Source: an optimization exercise on an open RTL-to-GDS flow (aim: small area, a short achievable clock period and few clock cycles per item). Production flows keep margins and buffers that such runs may drop. In this exercise RTL edits were held to simulation tests only and were not proved equivalent to the original. Power figures rest on the tool's default switching activity, not on a simulated workload.

==> flow/design.v <==
`timescale 1ns/100ps
package pipe_pkg;
  typedef logic [32-1:0] word_t;
  typedef logic [3-1:0]  reg_t;
  typedef logic [16-1:0]  imm_t;
  typedef enum logic [3:0] {
    OP_AND  = 4'd0,
    OP_NOT  = 4'd1,
    OP_OR   = 4'd2,
    OP_XOR  = 4'd3,
    OP_ADD  = 4'd4,
    OP_SUB  = 4'd5,
    OP_MOV0 = 4'd6,
    OP_MOV1 = 4'd7,
    OP_MOVI = 4'd8
  } opcode_t;
  typedef enum logic {
    FWD_RF = 1'b0,
    FWD_S3 = 1'b1
  } fwd_sel_t;
endpackage
`timescale 1ns/100ps
module inst_queue #(
  parameter int DEPTH = 13
) (
  input  logic        clk,
  input  logic        rst,
  input  logic        in_pass,
  input  logic [19:0] in_enc,
  input  logic        h_adv,
  output logic        in_accept,
  output logic        h_vld,
  output logic [19:0] h_enc
);
  logic [19:0] mem [DEPTH];
  logic [3:0]  wr_ptr;
  logic [3:0]  rd_ptr;
  logic [3:0]  cnt;
  logic        nfull_r;
  logic        empty_r;
  logic push;
  logic h_free;
  logic buf_wr;
  logic buf_rd;
  logic [3:0] cnt_nxt;
  assign push   = in_pass & nfull_r;
  assign h_free = ~h_vld | h_adv;
  assign buf_rd = h_free & ~empty_r;
  assign buf_wr = push & ~(h_free & empty_r);
  always_comb begin
    cnt_nxt = cnt;
    if (buf_wr & ~buf_rd) cnt_nxt = cnt + 4'd1;
    else if (buf_rd & ~buf_wr) cnt_nxt = cnt - 4'd1;
  end
  always_ff @(posedge clk) begin
    if (rst) begin
      wr_ptr  <= '0;
      rd_ptr  <= '0;
      cnt     <= '0;
      nfull_r <= 1'b1;
      empty_r <= 1'b1;
      h_vld   <= 1'b0;
    end else begin
      if (buf_wr) wr_ptr <= (wr_ptr == 4'(DEPTH - 1)) ? 4'd0 : wr_ptr + 4'd1;
      if (buf_rd) rd_ptr <= (rd_ptr == 4'(DEPTH - 1)) ? 4'd0 : rd_ptr + 4'd1;
      cnt     <= cnt_nxt;
      nfull_r <= (cnt_nxt != 4'(DEPTH));
      empty_r <= (cnt_nxt == 4'd0);
      if (h_free) h_vld <= ~empty_r | push;
    end
  end
  always_ff @(posedge clk) begin
    if (nfull_r) mem[wr_ptr] <= in_enc;
  end
  always_ff @(posedge clk) begin
    if (h_free) h_enc <= empty_r ? in_enc : mem[rd_ptr];
  end
  assign in_accept = nfull_r;
endmodule
`timescale 1ns/100ps
module reg_file #(
  parameter int W = 8
) (
  input  logic  clk,
  input  pipe_pkg::reg_t ra0,
  input  pipe_pkg::reg_t ra1,
  input  logic           wen,
  input  pipe_pkg::reg_t wa,
  input  logic [W-1:0]   wdata,
  output logic [W-1:0]   rdata0,
  output logic [W-1:0]   rdata1
);
  localparam int N_REGS = 1 << 3;
  logic [W-1:0] mem [N_REGS];
  always_ff @(posedge clk) begin
    if (wen) mem[wa] <= wdata;
  end
  assign rdata0 = mem[ra0];
  assign rdata1 = mem[ra1];
endmodule
`timescale 1ns/100ps
module issue_stage (
  input  pipe_pkg::opcode_t in_op,
  input  pipe_pkg::reg_t    in_ra0,
  input  pipe_pkg::reg_t    in_ra1,
  input  pipe_pkg::reg_t    in_wa,
  input  pipe_pkg::imm_t    in_imm,
  output logic [19:0]       enc
);
  logic       movi;
  logic       arith;
  logic       sub;
  logic [3:0] lut;
  always_comb begin
    movi  = 1'b0;
    arith = 1'b0;
    sub   = 1'b0;
    case (in_op)
      pipe_pkg::OP_AND:  lut = 4'b1000;
      pipe_pkg::OP_NOT:  lut = 4'b0011;
      pipe_pkg::OP_OR:   lut = 4'b1110;
      pipe_pkg::OP_XOR:  lut = 4'b0110;
      pipe_pkg::OP_ADD:  begin lut = 4'b0000; arith = 1'b1; end
      pipe_pkg::OP_SUB:  begin lut = 4'b0000; arith = 1'b1; sub = 1'b1; end
      pipe_pkg::OP_MOV0: lut = 4'b1100;
      pipe_pkg::OP_MOV1: lut = 4'b1010;
      pipe_pkg::OP_MOVI: begin lut = 4'b0000; movi = 1'b1; end
      default:           lut = 4'b1100;
    endcase
  end
  assign enc = {in_wa, movi,
                movi ? in_imm : {4'b0000, lut, arith, sub, in_ra1, in_ra0}};
endmodule
`timescale 1ns/100ps
module exec_unit #(
  parameter int N = 8
) (
  input  logic            clk,
  input  logic            rst,
  input  logic            hold,
  input  logic            h_vld,
  input  logic [19:0]     h_enc,
  output logic            h_adv,
  output logic            out_vld,
  output pipe_pkg::reg_t  out_wa,
  output pipe_pkg::word_t out_wdata
);
  localparam int W = 32 / N;
  logic [N-1:0]          v;
  logic [N-1:0][2:0]     wa;
  logic [N-1:0][2:0]     ra0;
  logic [N-1:0][2:0]     ra1;
  logic [N-1:0]          movi;
  logic [N-1:0][3:0]     lut;
  logic [N-1:0]          arith;
  logic [N-1:0]          sub;
  logic [N-1:0]          cin;
  logic [N-1:0]          fwd0;
  logic [N-1:0]          fwd1;
  logic [N-1:0][15:0]    imm;
  logic [N-1:0][W-1:0]   opa;
  logic [N-1:0][W-1:0]   opb;
  logic [N-1:0][W-1:0]   r;
  logic [N-1:0]          wbv;
  logic [N-1:0][2:0]     wbwa;
  logic [N-1:0][W-1:0]   sk;
  logic [N-1:0][W-1:0]   sl;
  logic [N-1:0][31:0]    cr;
  logic [31:0]           out_lo;
  logic [N-1:0]          in_v;
  logic [N-1:0][2:0]     in_wa;
  logic [N-1:0][2:0]     in_ra0;
  logic [N-1:0][2:0]     in_ra1;
  logic [N-1:0]          in_movi;
  logic [N-1:0][3:0]     in_lut;
  logic [N-1:0]          in_arith;
  logic [N-1:0]          in_sub;
  logic [N-1:0][15:0]    in_imm;
  logic [N-1:0][W-1:0]   rd0;
  logic [N-1:0][W-1:0]   rd1;
  logic [N-1:0]          byp0;
  logic [N-1:0]          byp1;
  logic [N-1:0]          ex;
  logic [N-1:0]          fr;
  logic [N-1:0][W-1:0]   a;
  logic [N-1:0][W-1:0]   b;
  logic [N-1:0][W-1:0]   res;
  logic [N-1:0]          cout;
  assign fr[N-1] = ~v[N-1] | ~hold;
  assign ex[N-1] = v[N-1] & ~hold;
  for (genvar k = 0; k < N - 1; k++) begin : g_adv
    assign fr[k] = ~v[k] | fr[k+1];
    assign ex[k] = v[k] & fr[k+1];
  end
  assign h_adv = fr[0];
  assign in_v[0]     = h_vld;
  assign in_wa[0]    = h_enc[19:17];
  assign in_ra0[0]   = h_enc[2:0];
  assign in_ra1[0]   = h_enc[5:3];
  assign in_movi[0]  = h_enc[16];
  assign in_lut[0]   = h_enc[16] ? 4'b1010 : h_enc[11:8];
  assign in_arith[0] = ~h_enc[16] & h_enc[7];
  assign in_sub[0]   = h_enc[6];
  assign in_imm[0]   = h_enc[15:0];
  for (genvar k = 1; k < N; k++) begin : g_in
    assign in_v[k]     = v[k-1];
    assign in_wa[k]    = wa[k-1];
    assign in_ra0[k]   = ra0[k-1];
    assign in_ra1[k]   = ra1[k-1];
    assign in_movi[k]  = movi[k-1];
    assign in_lut[k]   = lut[k-1];
    assign in_arith[k] = arith[k-1];
    assign in_sub[k]   = sub[k-1];
    assign in_imm[k]   = imm[k-1];
  end
  for (genvar k = 0; k < N; k++) begin : g_slice
    reg_file #(.W(W)) i_rf (
      .clk    (clk),
      .ra0    (in_ra0[k]),
      .ra1    (in_ra1[k]),
      .wen    (wbv[k]),
      .wa     (wbwa[k]),
      .wdata  (r[k]),
      .rdata0 (rd0[k]),
      .rdata1 (rd1[k])
    );
    always_ff @(posedge clk) begin
      if (rst) v[k] <= 1'b0;
      else if (fr[k]) v[k] <= in_v[k];
    end
    always_ff @(posedge clk) begin
      if (fr[k]) begin
        wa[k]    <= in_wa[k];
        ra0[k]   <= in_ra0[k];
        ra1[k]   <= in_ra1[k];
        movi[k]  <= in_movi[k];
        lut[k]   <= in_lut[k];
        arith[k] <= in_arith[k];
        sub[k]   <= in_sub[k];
        imm[k]   <= in_imm[k];
      end
    end
    assign byp0[k] = wbv[k] && (wbwa[k] == in_ra0[k]);
    assign byp1[k] = wbv[k] && (wbwa[k] == in_ra1[k]);
    always_ff @(posedge clk) begin
      fwd0[k] <= ex[k] && (wa[k] == in_ra0[k]);
      fwd1[k] <= ex[k] && (wa[k] == in_ra1[k]) && !in_movi[k];
    end
    always_ff @(posedge clk) begin
      if (fr[k] && !byp0[k])                opa[k] <= rd0[k];
      else if (fr[k] || fwd0[k])            opa[k] <= r[k];
      if (fr[k] && in_movi[k])              opb[k] <= (k * W < 16) ? W'(in_imm[k] >> (k * W)) : '0;
      else if (fr[k] && !byp1[k])           opb[k] <= rd1[k];
      else if (fr[k] || fwd1[k])            opb[k] <= r[k];
    end
    assign a[k] = fwd0[k] ? r[k] : opa[k];
    assign b[k] = fwd1[k] ? r[k] : opb[k];
    logic [W+1:0] s;
    logic [W-1:0] l;
    logic         c;
    if (k == 0) begin : g_c0
      assign c = sub[k];
    end else begin : g_cn
      assign c = cin[k];
    end
    assign s = {1'b0, a[k], 1'b1} + {1'b0, b[k] ^ {W{sub[k]}}, c};
    always_comb begin
      for (int i = 0; i < W; i++) begin
        l[i] = lut[k][{a[k][i], b[k][i]}];
      end
    end
    assign res[k]  = arith[k] ? s[W:1] : l;
    assign cout[k] = s[W+1];
    always_ff @(posedge clk) begin
      r[k] <= res[k];
    end
    if (k < N - 1) begin : g_wbwa
      assign wbwa[k] = wa[k+1];
    end else begin : g_wbwa_last
      assign wbwa[k] = out_wa;
    end
    always_ff @(posedge clk) begin
      if (rst) wbv[k] <= 1'b0;
      else     wbv[k] <= ex[k];
    end
    always_ff @(posedge clk) begin
      if (wbv[k]) sk[k] <= r[k];
    end
    assign sl[k] = wbv[k] ? r[k] : sk[k];
    if (k > 0) begin : g_cin
      always_ff @(posedge clk) begin
        if (fr[k]) cin[k] <= cout[k-1];
      end
    end else begin : g_cin0
      assign cin[k] = 1'b0;
    end
    always_ff @(posedge clk) begin
      if (k < 2) cr[k] <= '0;
      else if (fr[k]) cr[k] <= cr[(k < 2) ? 0 : k-1] | (32'(sl[(k < 2) ? 0 : k-2]) << ((k < 2) ? 0 : (k-2) * W));
    end
  end
  always_ff @(posedge clk) begin
    if (rst) out_vld <= 1'b0;
    else     out_vld <= ex[N-1];
  end
  always_ff @(posedge clk) begin
    out_wa <= wa[N-1];
    out_lo <= cr[N-1] | (32'(sl[N-2]) << ((N-2) * W));
  end
  assign out_wdata = {r[N-1], out_lo[(N-1)*W-1:0]};
endmodule
`timescale 1ns/100ps
module precompute_pipe (
  input  logic    clk,
  input  logic    rst,
  input  logic    in_pass,
  input  logic [3:0]  in_op,
  input  logic [2:0]  in_ra0,
  input  logic [2:0]  in_ra1,
  input  logic [2:0]  in_wa,
  input  logic [15:0] in_imm,
  input  logic    hold,
  output logic    in_accept,
  output logic    out_vld,
  output logic [2:0]  out_wa,
  output logic [31:0] out_wdata
);
  logic [19:0] in_enc;
  logic        h_vld;
  logic [19:0] h_enc;
  logic        h_adv;
  issue_stage i_issue_stage (
    .in_op  (pipe_pkg::opcode_t'(in_op)),
    .in_ra0 (in_ra0),
    .in_ra1 (in_ra1),
    .in_wa  (in_wa),
    .in_imm (in_imm),
    .enc    (in_enc)
  );
  inst_queue #(.DEPTH(15 - 8)) i_inst_queue (
    .clk       (clk),
    .rst       (rst),
    .in_pass   (in_pass),
    .in_enc    (in_enc),
    .h_adv     (h_adv),
    .in_accept (in_accept),
    .h_vld     (h_vld),
    .h_enc     (h_enc)
  );
  exec_unit i_exec_unit (
    .clk       (clk),
    .rst       (rst),
    .hold      (hold),
    .h_vld     (h_vld),
    .h_enc     (h_enc),
    .h_adv     (h_adv),
    .out_vld   (out_vld),
    .out_wa    (out_wa),
    .out_wdata (out_wdata)
  );
endmodule
==> flow/run.sh <==
#!/bin/bash
# synth_recipe.tcl (not shown) runs the flow's synth.tcl, then flattens the netlist and writes it again
# the make line also repeats each setting of config.mk as NAME=value (left out here)
make -C /OpenROAD-flow-scripts/flow DESIGN_CONFIG=/design/flow/config.mk WORK_HOME=/design/flow/orfs CLKGATE_MAP_FILE= SYNTH_SCRIPT=/design/flow/synth_recipe.tcl finish
==> flow/config.mk <==
export PLATFORM = sky130hd
export DESIGN_NAME = precompute_pipe
export DESIGN_NICKNAME = precompute_pipe
export VERILOG_FILES = /design/flow/design.v
export SDC_FILE = /design/flow/constraint.sdc
export NUM_CORES = 4
export LEC_CHECK = 0
export CAP_MARGIN = 20
export CORE_MARGIN = 2
export CORE_UTILIZATION = 60
export CTS_CLUSTER_DIAMETER = 100
export CTS_CLUSTER_SIZE = 30
export PLACE_DENSITY = 0.75
export SETUP_SLACK_MARGIN = 2.5
export SLEW_MARGIN = 20
==> flow/constraint.sdc <==
create_clock -name core_clock -period 4.5 [get_ports {clk}]
set_input_delay 0.9000 -clock core_clock [delete_from_list [all_inputs] [get_ports {clk}]]
set_output_delay 0.9000 -clock core_clock [all_outputs]
set_load 0.01 [all_outputs]
==> flow_summary.toml, run 1 <==
[outcome]
status = "timing/DRC/antenna clean"

[yosys]
ys_types = 69
ys_warn_count = 4
synthCells = 2487
syn_area_um2 = 38220
ys_ff_latch = 898
synth_nets = 2560
yosysSeqAreaShare = 0.6540
syn_area_per_cell_um2 = 15.37
synth_edf_count = 701
synth_flop_cell = "edfxtp_1"
async_flop_share = 0

[critical_path]
startpoint_type = "flop"
critPathMaxFanout = 4
criticalPathCategory = "reg -> reg"
path_cells = "buf_4 > mux2i_2 > xnor2_1 > ha_1 > a21oi_2 > nor2b_1 > o21ai_1 > nand2b_1"
arrival_ps = 2420
end_kind = "flop"
slowest_delay_ps = 400
slowest_stage = "dfxtp_4"
required_ps = 4830

[job]
maxCapViolations = 0

[grt]
track_usage = 0.2476
antenna_found_initial = 2
grt_max_degree = 49
grt_pass1_vias = 21920
grt_pass1_wl_mm = 125.9
grt_remaining_overflow = 0

[sta]
rsz0062_at_grt = "true"
fin_skew_ps = 28.67
tns_ps = 0
fmax_ghz = 0.4774
hold_viol_final = 0
finalCritPeriodShare = 0.4655
worst_pin_slew_ps = 831.1
slew_viol_final = 0
slew_headroom = 0.4459
setup_viol = 0
period_minus_slack_ps = 2095

[place]
dpl_cell_area_um2 = 39960
hpwl_mm = 55.13
portBuffers = 69
gp_congestion = 0.8625

[floorplan]
ioPinCount = 70
die_area_um2 = 65730
core-area_um2 = 62970
num_rows = 92
fp.dieW_um = 256.4
initial_core_util = 0.6069
dieHeight_um = 256.4

[pwr]
ir_drop_uv = 264.9
p_leak_nw = 15.09
post-layout-total-power_mw = 26.55
p_per_area_nw_per_um2 = 622.0

[clocking]
cts_max_level = 2
cts_tree = "built"
clock-sinks = 898
clk_latency_ps = 610
cts-buffers-inserted = 37
clockBufferDepth = 3
cts-root-buf = "clkbuf_16"
path_clk_slew_ps = 110

[layout]
area_growth_syn_to_layout_pct = 11.70
n_fill_cell = 4182
drive_above_1_share = 0.2774
final_nets = 2669
postLayoutCoreUtil = 0.6779
final_area_um2 = 42690

[detailed_routing]
drt_pass1_iterations = 5
routedWlPerCell_um = 23.50
ant_nets = 0
viasPerCell = 6.068
wirelength_mm = 81.58
drc = 0
drt_iter0_drc = 1748
vias = 21060

[worst_hold_path]
hp-class = "reg -> reg"
-- state kept, by name, indices dropped and copies added, names as in the netlist, 14 cells and up, named ones only --
signal / count
i_exec_unit.g_slice.i_rf.mem: 256
i_inst_queue.mem: 140
i_exec_unit.cr: 84
i_exec_unit.imm: 38
i_exec_unit.lut: 32
i_exec_unit.opa: 32
i_exec_unit.opb: 32
i_exec_unit.r: 32
i_exec_unit.out_lo: 27
i_exec_unit.sk: 25
i_exec_unit.wa: 24
i_inst_queue.h_enc: 20
i_exec_unit.ra0: 14
i_exec_unit.ra1: 14
-- synthesized netlist by cell type (9+ instances only) --
cell / count / area [um2]
a21o_1: 19 / 142.6
a21oi_1: 72 / 360.4
a31oi_1: 15 / 93.84
buf_1: 18 / 67.56
buf_2: 16 / 80.08
clkbuf_1: 90 / 337.8
dfxtp_1: 197 / 3944
edfxtp_1: 701 / 21050
ha_1: 33 / 412.9
inv_1: 34 / 127.6
mux2_2: 135 / 1520
mux2i_1: 177 / 1772
mux4_2: 148 / 3333
nand2_1: 219 / 822.0
nand2b_1: 43 / 269.0
nand3_1: 9 / 45.04
nand4_1: 18 / 112.6
nor2_1: 101 / 379.1
nor2b_1: 18 / 112.6
nor3_1: 21 / 105.1
nor4_1: 20 / 125.1
o21ai_0: 114 / 570.6
o22ai_1: 9 / 56.30
or2_2: 9 / 56.30
xnor2_1: 124 / 1086
xor2_1: 34 / 297.8
-- where the power goes --
part	internal (mW)	switching, mW	leakage, nW	total, mW
registers	11.6	2.69	8.67	14.3
clock network	1.73	2.46	0.555	4.19
logic	4.65	3.46	5.87	8.10
-- routing by layer --
metal,share of wire,global-route usage,wire (um)
met1,0.39,0.3071,31450
met2,0.53,0.4456,43050
met3,0.047,0.02985,3840
met4,0.040,0.09545,3239
met5,0.00013,0,11
-- layout by cell type (no fill, tap or decap), types with 6 or more instances in the layout --
cell type        count
clkbuf_16           40
a21oi_2             23
o21ai_0            100
buf_4              118
inv_1               28
mux2i_1            148
nor2b_1             18
o21ai_1             12
nor3_1              18
dfxtp_1            117
nor2_1              96
nand4_1             18
dfxtp_4             41
a31oi_1             15
mux2_2             105
and3_1               6
clkbuf_1            19
ha_1                31
nand2b_1            43
nand2_1            210
edfxtp_1           701
clkdlybuf4s50_1     25
a21o_1              19
buf_2               26
o22ai_1              9
mux4_2             148
fa_2                 7
nor4_1              18
mux2i_4             20
mux2_4              37
mux2i_2              9
xor2_1              33
nand3_1              6
xnor2_1            113
buf_6               22
xnor2_2             11
dfxtp_2             39
a21oi_1             48
-- worst paths after layout --
check,from,endpoint,slack [ps],cells after the start
worst max-delay path,i_exec_unit.fwd1[1],i_exec_unit.cin[2],2410,8
worst min-delay path,i_exec_unit.cr[241],i_exec_unit.out_lo[17],350,0
worst max register to register,i_exec_unit.fwd1[1],i_exec_unit.cin[2],2410,8
worst min register to register,i_exec_unit.cr[241],i_exec_unit.out_lo[17],350,0
-- per-stage QoR --
| stage | setup slack, ps | std cells | hold slack (ps) |
|---|---|---|---|
| 2_1_floorplan | 2012 | 2487 | 323.3 |
| 3_3_place_gp | 873.9 | 3286 | 332.5 |
| 3_5_place_dp | 736.2 | 3286 | 331.0 |
| 4_1_cts | 2394 | 3423 | 355.0 |
| 5_1_grt | 2345 | 3471 | 363.8 |
| 6_report | 2405 | 3471 | 352.2 |
-- final cells by class --
type                            count  area, um2  area share
Tap cell                          846       1059     0.02480
Clock inverter                      9      112.6    0.002638
Sequential cell                   898      25200      0.5903
Multi-Input combinational cell   1419      13370      0.3133
Antenna cell                        1      2.502  0.00005862
Clock buffer                       58       1047     0.02453
Timing Repair inverter              4      32.53   0.0007621
Timing Repair Buffer              201       1700     0.03983
Inverter                           35      161.4    0.003781
-- logic make-up after synthesis --
logic type,Yosys count,synth area share
AOI/OAI and AO/OA,266,0.04066
xor gates and xnor gates,158,0.03621
adders and majority gates,41,0.01473
buffers and inverters,170,0.01892
DFF,898,0.6540
muxes,469,0.1774
and+or+nand+nor,485,0.05805
-- timing repair --
action / 4_1_cts / 5_1_grt
endpoints found under the setup margin: 481 / 109
setup buffers: 66 / 46
hold buffers: 0 / 0
gates resized for setup: 333 / 98
pin swaps: 23 / 45
cloned: 4 / 1
-- critical path: cells and delay by family (launching register included) --
family	cells	cell delay, ps
flip-flops	1	400
adder cells (fa/ha/maj)	1	350
multiplexers	1	320
AO/OA/AOI/OAI	2	310
AND/OR/NAND/NOR	2	200
buffers and inverters	1	120
XOR/XNOR	1	110
Testbench counts, summed over its fixed seeds: cycles 12,080, items 12,000.
==> run 2, diff against run 1 <==
--- a/flow/config.mk
+++ b/flow/config.mk
@@ -11,5 +11,5 @@
 export CTS_CLUSTER_DIAMETER = 100
 export CTS_CLUSTER_SIZE = 30
 export PLACE_DENSITY = 0.75
-export SETUP_SLACK_MARGIN = 2.5
+export SETUP_SLACK_MARGIN = 2.4
 export SLEW_MARGIN = 20
==> flow_summary.toml, run 2 <==
[layout]
top_register = "i_exec_unit.g_slice.i_rf.mem"
largest_reg_flops = 256
final_area_um2 = 41960
area_growth_syn_to_layout_pct = 9.799
final_common_cell = "edfxtp_1"
postLayoutCoreUtil = 0.6664
final_cell_mix = "edfxtp_1 (701), nand2_1 (213), mux2i_1 (157)"
n_fill_cell = 4277
reg_top3 = "i_exec_unit.g_slice.i_rf.mem (256), i_inst_queue.mem (140), i_exec_unit.cr (84)"
diodes = 0
regArea_um2 = 25150
final_nets = 2639
drive_above_1_share = 0.2380
multi_input_area_um2 = 13000

[detailed_routing]
drt_iter0_drc = 1658
routedWlPerCell_um = 23.70
drc = 0
wirelength_mm = 81.49
ant_nets = 0
viasPerCell = 6.122
vias = 21050
drt_pass1_iterations = 6

[clocking]
cts-root-buf = "clkbuf_16"
path_clk_slew_ps = 120
cts_max_level = 2
cts-buffers-inserted = 36
clockBufferDepth = 3
clk_latency_ps = 600
cts_tree = "built"
clock-sinks = 898
cts_hold_buf = 0

[grt]
grt_remaining_overflow = 0
grt_max_degree = 49
track_usage = 0.2475
antenna_found_initial = 2
grt_pass1_wl_mm = 125.8
grt_pass1_vias = 21780

[sta]
fmax_ghz = 0.4827
slew_viol_final = 0
tns_ps = 0
finalCritPeriodShare = 0.4603
slew_headroom = 0.4848
worst_pin_slew_ps = 772.8
setup_viol = 0
hold_viol_final = 0
fin_skew_ps = 17.70
rsz0062_at_grt = "true"
period_minus_slack_ps = 2072

[critical_path]
r2r_slack_ps = 2430
required_ps = 4840
startpoint_type = "flop"
criticalPathCategory = "reg -> reg"
arrival_ps = 2410
cp-endpoint = "i_exec_unit.cin[2]"
critPathMaxFanout = 5
r2r_cells = 8
rr_startpoint = "i_exec_unit.fwd1[1]"
end_kind = "flop"
timing.rr.end = "i_exec_unit.cin[2]"
critical_path.startpoint = "i_exec_unit.fwd1[1]"

[pwr]
swShare = 0.3249
p_int_mw = 17.43
clkPwrFrac = 0.156
power_switching_mw = 8.390
p_per_area_nw_per_um2 = 615.4
post-layout-total-power_mw = 25.82
ir_drop_uv = 330.2
p_comb_frac = 0.294
p_leak_nw = 14.74
seqPwrFrac = 0.549

[outcome]
status = "timing/DRC/antenna clean"

[yosys]
synth_common_cells = "edfxtp_1 (701), nand2_1 (219), dfxtp_1 (197)"
syn_area_um2 = 38220
synth_flop_cell = "edfxtp_1"
syn_area_per_cell_um2 = 15.37
async_flop_share = 0
synth_most_common_cell = "edfxtp_1"
synth_edf_count = 701
netlist.top_cell.by_area = "edfxtp_1"
yosysSeqAreaShare = 0.6540
synth_nets = 2560
ys_types = 69
ys_warn_count = 4
yosysTopAreaCellShare = 0.5508
synthTopCellsByArea = "edfxtp_1 (55%), dfxtp_1 (10%), mux4_2 (8.7%)"
synthCells = 2487
ys_ff_latch = 898

[place]
portBuffers = 69
gp_congestion = 0.8569
hpwl_mm = 55.19
dpl_cell_area_um2 = 39740

[floorplan]
ioPinCount = 70
initial_core_util = 0.6069
core-area_um2 = 62970
die_area_um2 = 65730
fp.dieW_um = 256.4
num_rows = 92
dieHeight_um = 256.4

[job]
maxCapViolations = 0

[worst_hold_path]
worstHoldPathCells = 0
hp-class = "reg -> reg"
==> run 2: cell type report <==
class / count / share of cell area
Clock inverter: 4 / 0.0008946
Timing Repair inverter: 3 / 0.0005964
Sequential cell: 898 / 0.5994
Timing Repair Buffer: 173 / 0.03545
Tap cell: 846 / 0.02523
Multi-Input combinational cell: 1419 / 0.3099
Clock buffer: 60 / 0.02463
Inverter: 35 / 0.003906
==> run 2: worst min-delay path by stage <==
stage | from | to | slack [ps]
floorplan | i_exec_unit.cr[224] | i_exec_unit.out_lo[0] | 320
CTS | i_exec_unit.cr[235] | i_exec_unit.out_lo[11] | 350
finish | i_exec_unit.cr[235] | i_exec_unit.out_lo[11] | 340
global placement | i_exec_unit.cr[244] | i_exec_unit.out_lo[20] | 330
detailed placement | i_exec_unit.cr[235] | i_exec_unit.out_lo[11] | 330
global route | i_exec_unit.cr[235] | i_exec_unit.out_lo[11] | 360
==> run 2: layer usage <==
layer,vias to the layer above,track usage,wire length (um)
met5,-,0,25
met4,4,0.08818,2738
met3,170,0.02699,4392
met2,694,0.4484,43180
met1,10650,0.3094,31150
li1,9530,-,-
==> run 2: what timing repair did <==
item	CTS	global route
pin swaps	9	18
setup buffers	38	44
resized for setup	234	68
gates cloned	6	0
setup endpoints to repair	458	119
==> run 2: cell families (layout without fill, tap and decap cells) <==
kind of cell	after synthesis	in the layout	share of synthesized area
DFF	898	898	0.6540
adders and majority gates	41	41	0.01473
and+or+nand+nor	485	485	0.05805
xor gates and xnor gates	158	158	0.03621
AOI/OAI and AO/OA	266	266	0.04066
muxes	469	469	0.1774
buffers and inverters	170	275	0.01892
==> run 2: power by group through the flow <==
stage	Clock (mW)	Combinational, mW	Sequential [mW]
4_1_cts	4.13	7.26	14.2
6_report	4.04	7.60	14.2
2_1_floorplan	0	6.17	12.6
3_5_place_dp	0	6.89	14.4
5_1_grt	4.40	8.27	14.5
3_3_place_gp	0	6.60	14.3
==> run 2: through the flow <==
| stage | instances | worst slack (ps) | hold WS [ps] |
|---|---|---|---|
| CTS | 3394 | 2298 | 348.5 |
| floorplan | 2487 | 2012 | 323.3 |
| finish | 3438 | 2429 | 342.1 |
| global placement | 3286 | 1057 | 332.9 |
| detailed placement | 3286 | 903.9 | 328.5 |
| global route | 3438 | 2320 | 356.3 |
==> run 2: worst max-delay path: stages, from the launching register on <==
cell      delay (ps)
dfxtp_4          420
mux2i_4          280
xnor2_2          170
ha_1             270
a21o_1           170
a21oi_2          160
nor2b_1           70
o21ai_1          150
nand2b_1         130
==> run 3, diff against run 2 <==
--- a/flow/config.mk
+++ b/flow/config.mk
@@ -5,11 +5,11 @@
 export SDC_FILE = /design/flow/constraint.sdc
 export NUM_CORES = 4
 export LEC_CHECK = 0
-export CAP_MARGIN = 20
+export CAP_MARGIN = 0
 export CORE_MARGIN = 2
 export CORE_UTILIZATION = 60
 export CTS_CLUSTER_DIAMETER = 100
 export CTS_CLUSTER_SIZE = 30
 export PLACE_DENSITY = 0.75
 export SETUP_SLACK_MARGIN = 2.4
-export SLEW_MARGIN = 20
+export SLEW_MARGIN = 0
==> flow_summary.toml, run 3 <==
[yosys]
syn_area_per_cell_um2 = 15.37
synth_top_family_by_area = "multiplexers"
syn_area_um2 = 38220
synthMuxAreaShare = 0.1774
synth_edf_count = 701
synth_compound_area_frac = 0.04066
synthTopCellsByArea = "edfxtp_1 (55%), dfxtp_1 (10%), mux4_2 (8.7%)"
synth_nets = 2560
ys_types = 69
ys_ff_latch = 898
synth_most_common_cell = "edfxtp_1"
synth_flop_cell = "edfxtp_1"
async_flop_share = 0
netlist.top_cell.by_area = "edfxtp_1"
ys_warn_count = 4
yosysTopAreaCellShare = 0.5508
synthCells = 2487
yosysSeqAreaShare = 0.6540
synth_common_cells = "edfxtp_1 (701), nand2_1 (219), dfxtp_1 (197)"
yosys.area_share.adder = 0.01473
synthSimpleGateAreaFrac = 0.05805
synth_xor_area_frac = 0.03621

[layout]
final_common_cell = "edfxtp_1"
diodes = 0
regArea_um2 = 25150
largest_reg_flops = 256
reg_top3 = "i_exec_unit.g_slice.i_rf.mem (256), i_inst_queue.mem (140), i_exec_unit.cr (84)"
multi_input_area_um2 = 13000
final_nets = 2639
final_cell_mix = "edfxtp_1 (701), nand2_1 (213), mux2i_1 (157)"
stdcell_count = 3438
final_area_um2 = 41960
n_fill_cell = 4277
postLayoutCoreUtil = 0.6664
top_register = "i_exec_unit.g_slice.i_rf.mem"
drive_above_1_share = 0.2380
area_growth_syn_to_layout_pct = 9.799

[clocking]
cts_hold_buf = 0
clockBufferDepth = 3
path_clk_slew_ps = 120
cts-root-buf = "clkbuf_16"
clock-sinks = 898
cts_tree = "built"
cts-buffers-inserted = 36
clk_latency_ps = 600
cts_max_level = 2

[pwr]
p_comb_frac = 0.294
p_per_area_nw_per_um2 = 615.4
swShare = 0.3249
power_switching_mw = 8.390
ir_drop_uv = 330.2
clkPwrFrac = 0.156
p_int_mw = 17.43
post-layout-total-power_mw = 25.82
p_leak_nw = 14.74
seqPwrFrac = 0.549

[place]
portBuffers = 69
placed_cells_incl_taps = 3286
gp_congestion = 0.8569
dpl_cell_area_um2 = 39740
hpwl_mm = 55.19

[critical_path]
arrival_ps = 2410
critPathMaxFanout = 5
critPathTopFamily = "compound AO/OA/AOI/OAI gates"
critical_path_buf_inv_count = 0
end_kind = "flop"
startpoint_type = "flop"
criticalPathCategory = "reg -> reg"
slowest_delay_ps = 420
slowest_stage = "dfxtp_4"
path_cells = "mux2i_4 > xnor2_2 > ha_1 > a21o_1 > a21oi_2 > nor2b_1 > o21ai_1 > nand2b_1"
required_ps = 4840

[grt]
grt_max_degree = 49
antenna_found_initial = 2
grt_pass1_wl_mm = 125.8
grt_pass1_vias = 21780
track_usage = 0.2475
grt_remaining_overflow = 0

[detailed_routing]
drt_pass1_iterations = 6
wirelength_mm = 81.49
ant_nets = 0
routedWlPerCell_um = 23.70
vias = 21050
drc = 0
drt_iter0_drc = 1658
viasPerCell = 6.122

[sta]
finalCritPeriodShare = 0.4603
period_minus_slack_ps = 2072
rsz0062_at_grt = "true"
hold_viol_final = 0
fin_skew_ps = 17.70
fmax_ghz = 0.4827
slew_headroom = 0.4848
setup_viol = 0
worst_pin_slew_ps = 772.8
tns_ps = 0
slew_viol_final = 0

[floorplan]
initial_core_util = 0.6069
ioPinCount = 70
fp.dieW_um = 256.4
die_area_um2 = 65730
num_rows = 92
dieHeight_um = 256.4
core-area_um2 = 62970

[worst_hold_path]
hp-class = "reg -> reg"

[outcome]
status = "timing/DRC/antenna clean"

[job]
maxCapViolations = 0
run 3: layer usage:
layer | routed length [um] | global-route usage | vias up
met4 | 2738 | 0.08818 | 4
met2 | 43180 | 0.4484 | 694
met3 | 4392 | 0.02699 | 170
li1 | - | - | 9530
met5 | 25 | 0 | -
met1 | 31150 | 0.3094 | 10650
run 3: repair_timing:
action                                  in CTS  in global routing
cloned                                       6                  0
pin swaps                                    9                 18
buffers inserted                            38                 44
endpoints found under the setup margin     458                119
gates resized for setup                    234                 68
run 3: final timing paths:
kind	end	startpoint	slack, ps	cells past startpoint
worst max-delay path	i_exec_unit.cin[2]	i_exec_unit.fwd1[1]	2430	8
worst min-delay path	i_exec_unit.out_lo[11]	i_exec_unit.cr[235]	340	0
worst max register to register	i_exec_unit.cin[2]	i_exec_unit.fwd1[1]	2430	8
worst min register to register	i_exec_unit.out_lo[11]	i_exec_unit.cr[235]	340	0
run 3: area by class of cell:
| cell class | count | share of cell area |
|---|---|---|
| Inverter | 35 | 0.003906 |
| Multi-Input combinational cell | 1419 | 0.3099 |
| Clock buffer | 60 | 0.02463 |
| Clock inverter | 4 | 0.0008946 |
| Tap cell | 846 | 0.02523 |
| Timing Repair Buffer | 173 | 0.03545 |
| Timing Repair inverter | 3 | 0.0005964 |
| Sequential cell | 898 | 0.5994 |
run 3: cell families (layout without fill, tap and decap cells):
family          Yosys count  in the layout
mux                     469            469
xor+xnor                158            158
simple gates            485            485
fa+ha+maj                41             41
flops                   898            898
buf+inv                 170            275
compound gates          266            266
run 3: through the flow:
stage	hold slack (ps)	setup slack (ps)
6_report	342.1	2429
5_1_grt	356.3	2320
4_1_cts	348.5	2298
3_5_place_dp	328.5	903.9
3_3_place_gp	332.9	1057
2_1_floorplan	323.3	2012
run 3: power by group through the flow:
stage	clock network (mW)	logic, mW	registers (mW)
after floorplan	0	6.17	12.6
after global placement	0	6.60	14.3
after detailed placement	0	6.89	14.4
after CTS	4.13	7.26	14.2
after global routing	4.40	8.27	14.5
final	4.04	7.60	14.2
==> run 4, diff against run 3 <==
==> flow/config.mk (replaced) <==
export PLATFORM = sky130hd
export DESIGN_NAME = precompute_pipe
export DESIGN_NICKNAME = precompute_pipe
export VERILOG_FILES = /design/flow/design.v
export SDC_FILE = /design/flow/constraint.sdc
export NUM_CORES = 4
export LEC_CHECK = 0
export CAP_MARGIN = 20
export CORE_MARGIN = 2
export CORE_UTILIZATION = 60
export CTS_CLUSTER_DIAMETER = 100
export CTS_CLUSTER_SIZE = 30
export PLACE_DENSITY = 0.8
export SETUP_SLACK_MARGIN = 2.45
export SLEW_MARGIN = 20
==> flow_summary.toml, run 4 <==
[clocking]
cts-root-buf = "clkbuf_16"
cts_max_level = 2
clk_latency_ps = 610
clock-sinks = 898
path_clk_slew_ps = 110
cts_tree = "built"
clockBufferDepth = 3
cts-buffers-inserted = 35

[floorplan]
ioPinCount = 70
core-area_um2 = 62970
initial_core_util = 0.6069
die_area_um2 = 65730
num_rows = 92
dieHeight_um = 256.4
fp.dieW_um = 256.4

[critical_path]
required_ps = 4880
path_common_cell = "mux2_4"
critPathTopFamily = "multiplexers"
critical_path_buf_inv_count = 0
arrival_ps = 2440
critPathMaxFanout = 8
slowest_delay_ps = 570
criticalPathCategory = "reg -> reg"
slowest_stage = "mux4_2"
path_cells = "mux4_2 > mux2_4 > mux2_4 > mux2_4"
startpoint_type = "flop"
end_kind = "flop"

[layout]
postLayoutCoreUtil = 0.6655
diodes = 0
area_growth_syn_to_layout_pct = 9.652
reg_top3 = "i_exec_unit.g_slice.i_rf.mem (256), i_inst_queue.mem (140), i_exec_unit.cr (84)"
final_nets = 2633
n_fill_cell = 4181
top_register = "i_exec_unit.g_slice.i_rf.mem"
final_cell_mix = "edfxtp_1 (701), nand2_1 (212), mux2i_1 (154)"
drive_above_1_share = 0.2494
final_common_cell = "edfxtp_1"
largest_reg_flops = 256

[sta]
fmax_ghz = 0.4845
fin_skew_ps = 20.16
finalCritPeriodShare = 0.4587
worst_pin_slew_ps = 878.3
rsz0062_at_grt = "true"
tns_ps = 0
period_minus_slack_ps = 2064
slew_viol_final = 0
setup_viol = 0
slew_headroom = 0.4145
hold_viol_final = 0

[detailed_routing]
drt_pass1_iterations = 5
vias = 21070
routedWlPerCell_um = 23.06
drc = 0
drt_iter0_drc = 1682
wirelength_mm = 79.15
ant_nets = 0
viasPerCell = 6.139

[place]
hpwl_mm = 53.83
gp_congestion = 0.8653
portBuffers = 69

[grt]
antenna_found_initial = 2
grt_pass1_vias = 21900
grt_pass1_wl_mm = 123.4
grt_max_degree = 49
track_usage = 0.2407
met2_usage = 0.4393
grt_use_met3 = 0.02788
grt_remaining_overflow = 0
globalRouteMet1Util = 0.2959
top_usage_layer = "met2"

[yosys]
synth_edf_count = 701
synthCells = 2487
ys_warn_count = 4
yosysTopAreaCellShare = 0.5508
synth_common_cells = "edfxtp_1 (701), nand2_1 (219), dfxtp_1 (197)"
yosysSeqAreaShare = 0.6540
syn_area_per_cell_um2 = 15.37
ys_ff_latch = 898
synth_most_common_cell = "edfxtp_1"
synth_nets = 2560
netlist.top_cell.by_area = "edfxtp_1"
async_flop_share = 0
synthTopCellsByArea = "edfxtp_1 (55%), dfxtp_1 (10%), mux4_2 (8.7%)"
ys_types = 69
syn_area_um2 = 38220
synth_flop_cell = "edfxtp_1"

[outcome]
status = "timing/DRC/antenna clean"

[worst_hold_path]
hp-class = "reg -> reg"

[pwr]
p_leak_nw = 14.74
p_per_area_nw_per_um2 = 617.1
ir_drop_uv = 383.2

[job]
maxCapViolations = 0
## run 4: cell counts after synthesis
Identical to the previous run, type by type.
## run 4: cell families (layout without fill, tap and decap cells)
group / count (synthesis) / count (layout) / synth area share
compound gates: 266 / 266 / 0.04066
xor+xnor: 158 / 158 / 0.03621
fa+ha+maj: 41 / 41 / 0.01473
buf+inv: 170 / 269 / 0.01892
flops: 898 / 898 / 0.6540
mux: 469 / 469 / 0.1774
simple gates: 485 / 485 / 0.05805
## run 4: routing by layer
| metal | vias to the layer above | share of wire |
|---|---|---|
| met1 | 10710 | 0.38 |
| met3 | 156 | 0.048 |
| met4 | 4 | 0.034 |
| met5 | - | 0.00032 |
| li1 | 9517 | - |
| met2 | 684 | 0.53 |
## run 4: repair_timing
action / 4_1_cts / 5_1_grt
buffers inserted: 47 / 35
endpoints found under the setup margin: 462 / 88
pin swaps: 14 / 29
hold buffers: 0 / 0
cloned: 1 / 0
gates resized for setup: 322 / 56
## run 4: metrics by stage
step / std cells / setup slack (ps) / hold WS, ps / area, um2 / power [mW]
floorplan: 2487 / 2012 / 323.3 / 38670 / 18.86
global placement: 3286 / 1002 / 331.2 / 39820 / 20.86
detailed placement: 3286 / 884.9 / 327.8 / 39820 / 21.28
CTS: 3397 / 2420 / 353.7 / 41500 / 25.56
global route: 3432 / 2346 / 362.2 / 41900 / 27.15
finish: 3432 / 2436 / 351.8 / 41900 / 25.86
## run 4: path summary, 6_finish.rpt
path	from	to	slack, ps	cells past startpoint
max reg2reg	flop	i_exec_unit.opb[12]	2440	4
min	i_exec_unit.cr[233]	i_exec_unit.out_lo[9]	350	0
max	flop	i_exec_unit.opb[12]	2440	4
min reg2reg	i_exec_unit.cr[233]	i_exec_unit.out_lo[9]	350	0
## run 4: final cells by class
class | count | area, um2 | share of cell area
multi-input cells | 1419 | 13150 | 0.3138
inverters | 35 | 157.7 | 0.003762
clock buffers | 62 | 1020 | 0.02433
repair buffers | 170 | 1324 | 0.03159
clock inverters | 1 | 3.754 | 0.00008958
repair inverters | 1 | 7.507 | 0.0001792
well taps | 846 | 1059 | 0.02526
flip-flops and latches | 898 | 25180 | 0.6009
## run 4: where the power goes
group          internal, mW  switching [mW]
clock                  1.58            2.37
sequential             11.6            2.57
combinational          4.36            3.42
total                  17.5            8.37
==> run 5, diff against run 4 <==
--- a/flow/config.mk
+++ b/flow/config.mk
@@ -10,6 +10,6 @@
 export CORE_UTILIZATION = 60
 export CTS_CLUSTER_DIAMETER = 100
 export CTS_CLUSTER_SIZE = 30
-export PLACE_DENSITY = 0.8
+export PLACE_DENSITY = 0.7
 export SETUP_SLACK_MARGIN = 2.45
 export SLEW_MARGIN = 20
==> flow_summary.toml, run 5 <==
[sta]
period_minus_slack_ps = 2069
slew_headroom = 0.4053
tns_ps = 0
rsz0062_at_grt = "true"
setup_viol = 0
hold_viol_final = 0
fin_skew_ps = 20.48
finalCritPeriodShare = 0.4597
worst_pin_slew_ps = 890.8
fmax_ghz = 0.4834
slew_viol_final = 0

[layout]
top_register = "i_exec_unit.g_slice.i_rf.mem"
reg_top3 = "i_exec_unit.g_slice.i_rf.mem (256), i_inst_queue.mem (140), i_exec_unit.cr (84)"
final_nets = 2648
diodes = 0
n_fill_cell = 4323
final_common_cell = "edfxtp_1"
regArea_um2 = 25190
largest_reg_flops = 256
drive_above_1_share = 0.2540
area_growth_syn_to_layout_pct = 10.04
final_area_um2 = 42050
multi_input_area_um2 = 13150
stdcell_count = 3448
final_cell_mix = "edfxtp_1 (701), nand2_1 (211), mux2i_1 (158)"

[yosys]
synth_common_cells = "edfxtp_1 (701), nand2_1 (219), dfxtp_1 (197)"
syn_area_per_cell_um2 = 15.37
synth_nets = 2560
netlist.top_cell.by_area = "edfxtp_1"
ys_types = 69
yosysSeqAreaShare = 0.6540
syn_area_um2 = 38220
synthCells = 2487
ys_warn_count = 4
synth_flop_cell = "edfxtp_1"
ys_ff_latch = 898
async_flop_share = 0
synth_most_common_cell = "edfxtp_1"
synth_edf_count = 701
synthTopCellsByArea = "edfxtp_1 (55%), dfxtp_1 (10%), mux4_2 (8.7%)"
yosysTopAreaCellShare = 0.5508

[clocking]
path_clk_slew_ps = 120
clock-sinks = 898
cts_tree = "built"
cts-root-buf = "clkbuf_16"
cts-buffers-inserted = 35
cts_hold_buf = 0
cts_max_level = 2
clk_latency_ps = 600
clockBufferDepth = 3

[detailed_routing]
viasPerCell = 6.019
drc = 0
drt_pass1_iterations = 5
vias = 20750
ant_nets = 0
routedWlPerCell_um = 23.20
wirelength_mm = 79.99
drt_iter0_drc = 1688

[pwr]
p_per_area_nw_per_um2 = 613.1
p_leak_nw = 14.84
post-layout-total-power_mw = 25.78
ir_drop_uv = 396.4

[place]
hpwl_mm = 54.46
gp_congestion = 0.8559
portBuffers = 69
placed_cells_incl_taps = 3288
dpl_cell_area_um2 = 39860

[job]
maxCapViolations = 0

[critical_path]
criticalPathCategory = "reg -> reg"
end_kind = "flop"
startpoint_type = "flop"
required_ps = 4870
arrival_ps = 2440
critPathMaxFanout = 8

[grt]
grt_max_degree = 48
antenna_found_initial = 1
grt_pass1_wl_mm = 124.7
grt_pass1_vias = 21530
grt_remaining_overflow = 0
track_usage = 0.2452

[worst_hold_path]
hp-class = "reg -> reg"
worstHoldStart = "i_exec_unit.cr[240]"

[floorplan]
ioPinCount = 70
initial_core_util = 0.6069
dieHeight_um = 256.4
fp.dieW_um = 256.4
num_rows = 92
die_area_um2 = 65730
core-area_um2 = 62970

[outcome]
status = "timing/DRC/antenna clean"
run 5: what timing repair did:
item / in CTS / in global routing
pin swaps: 10 / 23
endpoints found under the setup margin: 479 / 101
cloned: 1 / 0
setup buffers: 58 / 37
gates resized for setup: 301 / 73
run 5: worst max-delay path, stage by stage, from the launching register on:
cell and delay (ps):
dfxtp_4 460, mux4_2 560, mux2_4 290, mux2_4 260, mux2_2 260
run 5: per-layer routing:
metal	up-vias	routed length, um	global-route usage
met2	548	43300	0.4537
li1	9538	-	-
met4	2	2248	0.07558
met3	139	3435	0.02659
met1	10530	30990	0.3027
met5	-	13	0
run 5: worst paths after layout:
check / to / slack [ps] / cells after the start
worst max register to register: i_exec_unit.opb[13] / 2430 / 4
worst min-delay path: i_exec_unit.out_lo[16] / 340 / 0
worst min register to register: i_exec_unit.out_lo[16] / 340 / 0
worst max-delay path: i_exec_unit.opb[13] / 2430 / 4
run 5: cell type report:
cell class	count	area share
Sequential cell	898	0.5990
Multi-Input combinational cell	1419	0.3126
Timing Repair Buffer	185	0.03496
Tap cell	846	0.02517
Clock buffer	62	0.02398
Inverter	35	0.003570
Clock inverter	2	0.0005951
Timing Repair inverter	1	0.0001785
run 5: metrics by stage:
stage | setup slack, ps | util | hold WS [ps]
CTS | 2368 | 0.6601 | 347.1
global placement | 1043 | 0.6330 | 325.9
detailed placement | 964.8 | 0.6330 | 326.9
floorplan | 2012 | - | 323.3
finish | 2431 | 0.6679 | 343.1
global route | 2362 | 0.6679 | 359.2
run 5: logic make-up (layout without fill, tap and decap cells):
logic type	count (synthesis)	count (layout)	synth area share
buffers and inverters	170	285	0.01892
multiplexers	469	469	0.1774
flip-flops	898	898	0.6540
adder cells (fa/ha/maj)	41	41	0.01473
AO/OA/AOI/OAI	266	266	0.04066
XOR/XNOR	158	158	0.03621
AND/OR/NAND/NOR	485	485	0.05805
run 5: power breakdown:
group | switching, mW | internal [mW]
Clock | 2.40 | 1.57
Sequential | 2.57 | 11.5
Combinational | 3.36 | 4.34
==> run 6, diff against run 5 <==
--- a/flow/config.mk
+++ b/flow/config.mk
@@ -7,7 +7,7 @@
 export LEC_CHECK = 0
 export CAP_MARGIN = 20
 export CORE_MARGIN = 2
-export CORE_UTILIZATION = 60
+export CORE_UTILIZATION = 65
 export CTS_CLUSTER_DIAMETER = 100
 export CTS_CLUSTER_SIZE = 30
 export PLACE_DENSITY = 0.7
==> flow_summary.toml, run 6 <==
[sta]
slew_headroom = 0.2510
period_minus_slack_ps = 2103
tns_ps = 0
setup_viol = 0
rsz0062_at_grt = "true"
finalCritPeriodShare = 0.4674
fmax_ghz = 0.4754
hold_viol_final = 0
fin_hold_ws_ps = 335.5
fin_skew_ps = 25.24
worst_pin_slew_ps = 1123
slew_viol_final = 0

[yosys]
syn_area_um2 = 38220
synthSimpleGateAreaFrac = 0.05805
synth_common_cells = "edfxtp_1 (701), nand2_1 (219), dfxtp_1 (197)"
ys_warn_count = 4
synth_flop_cell = "edfxtp_1"
synth_edf_count = 701
synthTopCellsByArea = "edfxtp_1 (55%), dfxtp_1 (10%), mux4_2 (8.7%)"
syn_area_per_cell_um2 = 15.37
synth_xor_area_frac = 0.03621
yosysTopAreaCellShare = 0.5508
synthMuxAreaShare = 0.1774
yosysSeqAreaShare = 0.6540
synth_compound_area_frac = 0.04066
ys_ff_latch = 898
synthCells = 2487
synth_most_common_cell = "edfxtp_1"
synth_top_family_by_area = "multiplexers"
async_flop_share = 0
yosys.area_share.adder = 0.01473
netlist.top_cell.by_area = "edfxtp_1"
synth_nets = 2560
ys_types = 69

[detailed_routing]
viasPerCell = 6.270
ant_nets = 0
drt_pass1_iterations = 6
drt_iter0_drc = 1467
routedWlPerCell_um = 24.09
wirelength_mm = 81.03
vias = 21090
drc = 0

[worst_hold_path]
hp-class = "reg -> reg"

[layout]
area_growth_syn_to_layout_pct = 9.757
final_cell_mix = "edfxtp_1 (701), nand2_1 (211), mux2i_1 (153)"
top_register = "i_exec_unit.g_slice.i_rf.mem"
final_nets = 2644
final_common_cell = "edfxtp_1"
n_fill_cell = 3680
drive_above_1_share = 0.2572
postLayoutCoreUtil = 0.7242
largest_reg_flops = 256
reg_top3 = "i_exec_unit.g_slice.i_rf.mem (256), i_inst_queue.mem (140), i_exec_unit.cr (84)"
stdcell_count = 3363

[critical_path]
r2r_cells = 4
timing.rr.end = "i_exec_unit.opb[15]"
arrival_ps = 2630
critPathMaxFanout = 20
criticalPathCategory = "in -> reg"
required_ps = 5030
cp-endpoint = "i_inst_queue.nfull_r"
r2r_slack_ps = 2420
critical_path.startpoint = "rst"
end_kind = "flop"
startpoint_type = "input port"

[floorplan]
die_area_um2 = 60750
initial_core_util = 0.6598
fp.dieW_um = 246.5
num_rows = 88
ioPinCount = 70
dieHeight_um = 246.5
core-area_um2 = 57920

[clocking]
clockBufferDepth = 3
cts_tree = "built"
clk_latency_ps = 600
path_clk_slew_ps = 110
cts_hold_buf = 0
clock-sinks = 898
cts-buffers-inserted = 35
cts_max_level = 2
cts-root-buf = "clkbuf_16"

[pwr]
p_per_area_nw_per_um2 = 617.4
p_leak_nw = 14.83
ir_drop_uv = 438.0
post-layout-total-power_mw = 25.90

[grt]
track_usage = 0.2688
antenna_found_initial = 0
grt_pass1_vias = 21430
grt_pass1_wl_mm = 124.1
grt_max_degree = 49
grt_remaining_overflow = 0

[place]
hpwl_mm = 54.40
placed_cells_incl_taps = 3203
portBuffers = 69
gp_congestion = 0.8548

[outcome]
status = "timing/DRC/antenna clean"

[job]
maxCapViolations = 0
## run 6: cell counts after synthesis
No cell type changed its count.
## run 6: worst max-delay path, stage by stage
cell and delay [ps]:
dlygate4sd2_1 940, inv_1 250, a311o_1 430, nand4b_1 110
## run 6: area by class of cell
class,instances,area (um2),share of cell area
sequential,898,25190,0.6005
multi-input combinational,1419,13180,0.3142
timing repair buffer,182,1434,0.03419
clock buffer,63,1033,0.02464
tap,765,957.2,0.02282
inverter,35,150.1,0.003580
antenna,1,2.502,0.00005966
## run 6: worst min path at each step
stage / depth (start not counted) / start / to
after global routing: 0 / i_exec_unit.cr[233] / i_exec_unit.out_lo[9]
after global placement: 0 / i_exec_unit.cr[240] / i_exec_unit.out_lo[16]
final: 0 / i_exec_unit.cr[233] / i_exec_unit.out_lo[9]
after CTS: 0 / i_exec_unit.cr[233] / i_exec_unit.out_lo[9]
after floorplan: 0 / i_exec_unit.cr[224] / i_exec_unit.out_lo[0]
after detailed placement: 0 / i_exec_unit.cr[238] / i_exec_unit.out_lo[14]
## run 6: through the flow
stage | worst slack (ps) | instance area [um2]
3_5_place_dp | 928.2 | 39730
4_1_cts | 2413 | 41500
3_3_place_gp | 1028 | 39730
6_report | 2397 | 41940
2_1_floorplan | 2012 | 38670
5_1_grt | 2388 | 41940
## run 6: power by group
group	switching (mW)	internal [mW]	total, mW
Combinational	3.44	4.38	7.82
Sequential	2.58	11.6	14.1
Clock	2.34	1.59	3.94
Total	8.36	17.5	25.9
## run 6: kinds of logic after synthesis
group           after synthesis
fa+ha+maj                    41
buf+inv                     170
xor+xnor                    158
mux                         469
compound gates              266
flops                       898
simple gates                485
## run 6: what timing repair did
item | in CTS | in global routing
buffers inserted | 62 | 34
gates resized for setup | 310 | 67
setup endpoints to repair | 490 | 80
pin swaps | 11 | 26
## run 6: metal layers
layer | routed length, um | GRT usage
met1 | 31780 | 0.3420
met2 | 42770 | 0.4831
met3 | 3754 | 0.02800
met4 | 2726 | 0.09196
met5 | 0 | 0
==> run 7, diff against run 6 <==
--- a/flow/config.mk
+++ b/flow/config.mk
@@ -7,7 +7,7 @@
 export LEC_CHECK = 0
 export CAP_MARGIN = 20
 export CORE_MARGIN = 2
-export CORE_UTILIZATION = 65
+export CORE_UTILIZATION = 55
 export CTS_CLUSTER_DIAMETER = 100
 export CTS_CLUSTER_SIZE = 30
 export PLACE_DENSITY = 0.7
==> flow_summary.toml, run 7 <==
[outcome]
status = "timing/DRC/antenna clean"

[place]
dp_slack_ps = 889.1
gp_congestion = 0.8696
hpwl_mm = 55.04
portBuffers = 69

[critical_path]
required_ps = 4860
end_kind = "flop"
criticalPathCategory = "reg -> reg"
arrival_ps = 2420
slowest_delay_ps = 570
startpoint_type = "flop"
path_common_cell = "mux2_4"
critPathMaxFanout = 8
slowest_stage = "mux4_2"
path_cells = "mux4_2 > mux2_4 > mux2_4 > mux2_4"

[clocking]
cts_max_level = 2
path_clk_slew_ps = 110
clk_latency_ps = 610
cts-root-buf = "clkbuf_16"
clock-sinks = 898
cts-buffers-inserted = 36
clockBufferDepth = 3
cts_tree = "built"

[pwr]
ir_drop_uv = 316.3
p_per_area_nw_per_um2 = 613.6
p_leak_nw = 14.83

[yosys]
ys_types = 69
netlist.top_cell.by_area = "edfxtp_1"
yosysTopAreaCellShare = 0.5508
async_flop_share = 0
synthTopCellsByArea = "edfxtp_1 (55%), dfxtp_1 (10%), mux4_2 (8.7%)"
syn_area_um2 = 38220
synth_nets = 2560
ys_warn_count = 4
synth_common_cells = "edfxtp_1 (701), nand2_1 (219), dfxtp_1 (197)"
synthCells = 2487
syn_area_per_cell_um2 = 15.37
yosysSeqAreaShare = 0.6540
synth_edf_count = 701
synth_most_common_cell = "edfxtp_1"
ys_ff_latch = 898
synth_flop_cell = "edfxtp_1"

[sta]
finalCritPeriodShare = 0.4586
hold_viol_final = 0
setup_viol = 0
fin_skew_ps = 28.20
period_minus_slack_ps = 2064
fmax_ghz = 0.4846
tns_ps = 0
worst_pin_slew_ps = 1045
slew_headroom = 0.3031
fin_ws_ps = 2436
slew_viol_final = 0
rsz0062_at_grt = "true"

[layout]
largest_reg_flops = 256
reg_top3 = "i_exec_unit.g_slice.i_rf.mem (256), i_inst_queue.mem (140), i_exec_unit.cr (84)"
area_growth_syn_to_layout_pct = 10.32
drive_above_1_share = 0.2586
final_common_cell = "edfxtp_1"
final_nets = 2642
top_register = "i_exec_unit.g_slice.i_rf.mem"
postLayoutCoreUtil = 0.6136
final_cell_mix = "edfxtp_1 (701), nand2_1 (212), mux2i_1 (152)"
diodes = 0

[grt]
grt_max_degree = 49
track_usage = 0.2268
grt_pass1_vias = 21540
grt_remaining_overflow = 0
grt_pass1_wl_mm = 124.0
antenna_found_initial = 2

[detailed_routing]
drc = 0
wirelength_mm = 80.29
drt_pass1_iterations = 7
ant_nets = 0
routedWlPerCell_um = 22.77
vias = 20780
viasPerCell = 5.892
drt_iter0_drc = 1760

[job]
maxCapViolations = 0

[floorplan]
fp.dieW_um = 267.6
die_area_um2 = 71610
initial_core_util = 0.5562
dieHeight_um = 267.6
ioPinCount = 70
core-area_um2 = 68710
num_rows = 96

[worst_hold_path]
hp-class = "reg -> reg"
==> run 7: changes by cell type in the layout (fill, tap and decap cells not counted), moves of 4 or more <==
| cell | delta |
|---|---|
| buf_4 | -4 |
| dfxtp_1 | +4 |
| buf_6 | +4 |
| dfxtp_2 | -4 |
| nor2_2 | +4 |
| clkbuf_1 | -4 |
==> run 7: final cells by class <==
| type | instances | area [um2] |
|---|---|---|
| fillers | 5048 | 26550 |
| flip-flops and latches | 898 | 25180 |
| multi-input cells | 1420 | 13220 |
| repair buffers | 176 | 1368 |
| well taps | 931 | 1165 |
| clock buffers | 58 | 1005 |
| inverters | 35 | 150.1 |
| clock inverters | 6 | 60.06 |
| repair inverters | 2 | 12.51 |
==> run 7: worst paths after layout <==
kind	from	to	slack, ps	depth (start not counted)
hold reg to reg	i_exec_unit.cr[241]	i_exec_unit.out_lo[17]	350	0
hold / removal	i_exec_unit.cr[241]	i_exec_unit.out_lo[17]	350	0
setup reg to reg	flop	i_exec_unit.opb[12]	2440	4
setup / recovery	flop	i_exec_unit.opb[12]	2440	4
==> run 7: power breakdown <==
group | total [mW] | switching, mW | leakage [nW] | internal, mW
combinational | 7.68 | 3.33 | 5.65 | 4.35
sequential | 14.2 | 2.62 | 8.66 | 11.6
clock | 4.02 | 2.42 | 0.512 | 1.59
total | 25.9 | 8.37 | 14.8 | 17.5
==> run 7: per-layer routing <==
layer	wire (um)	vias up	track usage
li1	-	9550	-
met1	31320	10420	0.2771
met2	42560	646	0.4138
met3	3668	160	0.02795
met4	2703	4	0.08063
met5	28	-	0
==> run 7: timing repair <==
action                                  4_1_cts  5_1_grt
hold buffers                                  0        0
resized for setup                           318       66
setup buffers                                57       29
pin swaps                                    12       26
cloned                                        3        0
endpoints found under the setup margin      499       83
==> run 7: kinds of logic (layout without fill, tap and decap cells) <==
kind of cell,count (synthesis),in the layout,synth area share
XOR/XNOR,158,158,0.03621
multiplexers,469,469,0.1774
adder cells (fa/ha/maj),41,41,0.01473
flip-flops,898,898,0.6540
buffers and inverters,170,277,0.01892
AO/OA/AOI/OAI,266,266,0.04066
AND/OR/NAND/NOR,485,486,0.05805
==> run 7: through the flow <==
step | power, mW | area, um2 | hold slack (ps) | cells
floorplan | 18.86 | 38670 | 323.3 | 2487
global placement | 21.01 | 39950 | 332.6 | 3373
detailed placement | 21.33 | 39950 | 326.9 | 3373
CTS | 25.65 | 41730 | 353.8 | 3497
global route | 27.28 | 42160 | 362.2 | 3526
finish | 25.87 | 42160 | 352.6 | 3526
==> run 7: critical path: cells and delay by family, from the launching register on <==
kind	cells	cell delay (ps)
multiplexers	4	1370
flip-flops	1	460
==> run 8, diff against run 7 <==
--- a/flow/config.mk
+++ b/flow/config.mk
@@ -10,6 +10,6 @@
 export CORE_UTILIZATION = 55
 export CTS_CLUSTER_DIAMETER = 100
 export CTS_CLUSTER_SIZE = 30
-export PLACE_DENSITY = 0.7
+export PLACE_DENSITY = 0.65
 export SETUP_SLACK_MARGIN = 2.45
 export SLEW_MARGIN = 20
==> flow_summary.toml, run 8 <==
[sta]
setup_viol = 0
tns_ps = 0
period_minus_slack_ps = 2085
rsz0062_at_grt = "true"
worst_pin_slew_ps = 889.4
fin_hold_ws_ps = 351.0
fin_skew_ps = 24.45
slew_headroom = 0.4070
fmax_ghz = 0.4796
finalCritPeriodShare = 0.4634
slew_viol_final = 0
hold_viol_final = 0

[floorplan]
fp.dieW_um = 267.6
dieHeight_um = 267.6
core-area_um2 = 68710
num_rows = 96
ioPinCount = 70
initial_core_util = 0.5562
die_area_um2 = 71610

[layout]
postLayoutCoreUtil = 0.6180
stdcell_count = 3555
regArea_um2 = 25190
top_register = "i_exec_unit.g_slice.i_rf.mem"
largest_reg_flops = 256
n_fill_cell = 5043
area_growth_syn_to_layout_pct = 11.12
final_nets = 2671
diodes = 0
reg_top3 = "i_exec_unit.g_slice.i_rf.mem (256), i_inst_queue.mem (140), i_exec_unit.cr (84)"
final_common_cell = "edfxtp_1"
final_cell_mix = "edfxtp_1 (701), nand2_1 (210), mux2i_1 (154)"
drive_above_1_share = 0.2679
multi_input_area_um2 = 13210

[pwr]
ir_drop_uv = 329.7
post-layout-total-power_mw = 26.06
p_per_area_nw_per_um2 = 613.6
p_leak_nw = 15.00

[grt]
grt_remaining_overflow = 0
grt_pass1_wl_mm = 124.3
grt_pass1_vias = 21540
grt_max_degree = 49
track_usage = 0.2300
antenna_found_initial = 1

[place]
portBuffers = 69
placed_cells_incl_taps = 3369
gp_congestion = 0.8363
hpwl_mm = 55.00

[yosys]
synth_flop_cell = "edfxtp_1"
synthCells = 2487
yosysSeqAreaShare = 0.6540
synth_most_common_cell = "edfxtp_1"
ys_warn_count = 4
netlist.top_cell.by_area = "edfxtp_1"
synthTopCellsByArea = "edfxtp_1 (55%), dfxtp_1 (10%), mux4_2 (8.7%)"
syn_area_per_cell_um2 = 15.37
ys_types = 69
synth_edf_count = 701
synth_nets = 2560
synth_common_cells = "edfxtp_1 (701), nand2_1 (219), dfxtp_1 (197)"
syn_area_um2 = 38220
ys_ff_latch = 898
yosysTopAreaCellShare = 0.5508
async_flop_share = 0

[clocking]
cts_tree = "built"
clock-sinks = 898
path_clk_slew_ps = 110
cts-buffers-inserted = 36
cts_hold_buf = 0
cts-root-buf = "clkbuf_16"
cts_max_level = 2
clk_latency_ps = 590
clockBufferDepth = 3

[detailed_routing]
routedWlPerCell_um = 23.11
drt_iter0_drc = 1508
ant_nets = 0
viasPerCell = 5.834
wirelength_mm = 82.16
drc = 0
vias = 20740
drt_pass1_iterations = 5

[critical_path]
startpoint_type = "flop"
slowest_stage = "mux4_2"
arrival_ps = 2430
critPathTopFamily = "multiplexers"
path_common_cell = "mux2_4"
path_cells = "mux4_2 > mux2_4 > mux2_4 > mux2_4"
end_kind = "flop"
criticalPathCategory = "reg -> reg"
critPathMaxFanout = 8
critical_path_buf_inv_count = 0
required_ps = 4850
slowest_delay_ps = 560

[worst_hold_path]
hp-class = "reg -> reg"

[outcome]
status = "timing/DRC/antenna clean"

[job]
maxCapViolations = 0
==> run 8: cell counts after synthesis <==
No cell type changed its count.
==> run 8: worst paths after layout <==
kind | depth (start not counted) | slack (ps) | to | from
max | 4 | 2410 | i_exec_unit.opb[15] | flop
min | 0 | 350 | i_exec_unit.out_lo[23] | i_exec_unit.cr[247]
max reg2reg | 4 | 2410 | i_exec_unit.opb[15] | flop
min reg2reg | 0 | 350 | i_exec_unit.out_lo[23] | i_exec_unit.cr[247]
==> run 8: logic make-up (layout without fill, tap and decap cells) <==
logic type               count (synthesis)  in the layout  share of synthesized area
AND/OR/NAND/NOR                        485            485                    0.05805
flip-flops                             898            898                     0.6540
AO/OA/AOI/OAI                          266            266                    0.04066
adder cells (fa/ha/maj)                 41             41                    0.01473
buffers and inverters                  170            307                    0.01892
multiplexers                           469            469                     0.1774
XOR/XNOR                               158            158                    0.03621
==> run 8: power breakdown <==
part | internal (mW) | switching [mW] | leakage (nW) | total, mW
logic | 4.45 | 3.44 | 5.82 | 7.89
registers | 11.6 | 2.59 | 8.67 | 14.1
clock network | 1.59 | 2.43 | 0.507 | 4.02
total | 17.6 | 8.45 | 15.0 | 26.1
==> run 8: cell type report <==
cell class / instances / share of cell area
clock buffer: 60 / 0.02384
clock inverter: 4 / 0.0009724
inverter: 35 / 0.003742
multi-input combinational: 1419 / 0.3110
sequential: 898 / 0.5933
tap: 931 / 0.02743
timing repair buffer: 205 / 0.03913
timing repair inverter: 3 / 0.0005304
==> run 8: layer usage <==
layer	global-route usage	vias to the layer above	share of wire
met5	0	-	0.00016
met4	0.1057	2	0.046
met3	0.02538	190	0.039
met2	0.4144	533	0.52
met1	0.2776	10410	0.39
li1	-	9606	-
==> run 8: timing repair <==
| item | 4_1_cts | 5_1_grt |
|---|---|---|
| setup buffers | 56 | 59 |
| gates resized for setup | 328 | 70 |
| cloned | 4 | 3 |
| pin swaps | 14 | 15 |
| setup endpoints to repair | 474 | 78 |
==> run 8: metrics by stage <==
stage	instance area, um2	worst slack (ps)
final	42460	2415
after global routing	42460	2362
after CTS	41740	2423
after detailed placement	39940	862.7
after global placement	39940	972.9
after floorplan	38670	2012

==> re-timing with driven ports <==
Ports are ideal in the flow. The routed layouts listed here were re-timed in OpenROAD. Step 1 assumes that a clkbuf_16 drives the clock port and a buf_2 every other input. Step 2 moves the port delays by t, midway between the first and last clock arrival at a register: inputs arrive t later, outputs are due t later. That takes back most of the time a late clock gives input paths. Three values: ideal ports, drivers, drivers and shift; two values: the first two.
| run | t (ns) | setup slack, ns | worst data-port slew with drivers (ns) | pins driven straight from the clock port |
|---|---|---|---|---|
| run 1 | 0.657 | 2.405 / 2.391 / 1.869 | 0.08 | 1 |
| run 2 | 0.657 | 2.429 / 2.376 / 1.772 | 0.12 | 1 |
| run 3 | 0.657 | 2.429 / 2.376 / 1.772 | 0.12 | 1 |
| run 4 | 0.660 | 2.436 / 2.388 / 1.821 | 0.10 | 1 |
| run 5 | 0.661 | 2.431 / 2.410 / 1.858 | 0.07 | 1 |
| run 6 | 0.653 | 2.397 / 2.399 / 1.746 | 0.06 | 1 |
| run 7 | 0.660 | 2.436 / 2.412 / 1.801 | 0.10 | 1 |
| run 8 | 0.648 | 2.415 / 2.411 / 1.784 | 0.10 | 1 |
After both steps every run listed still meets setup and hold.
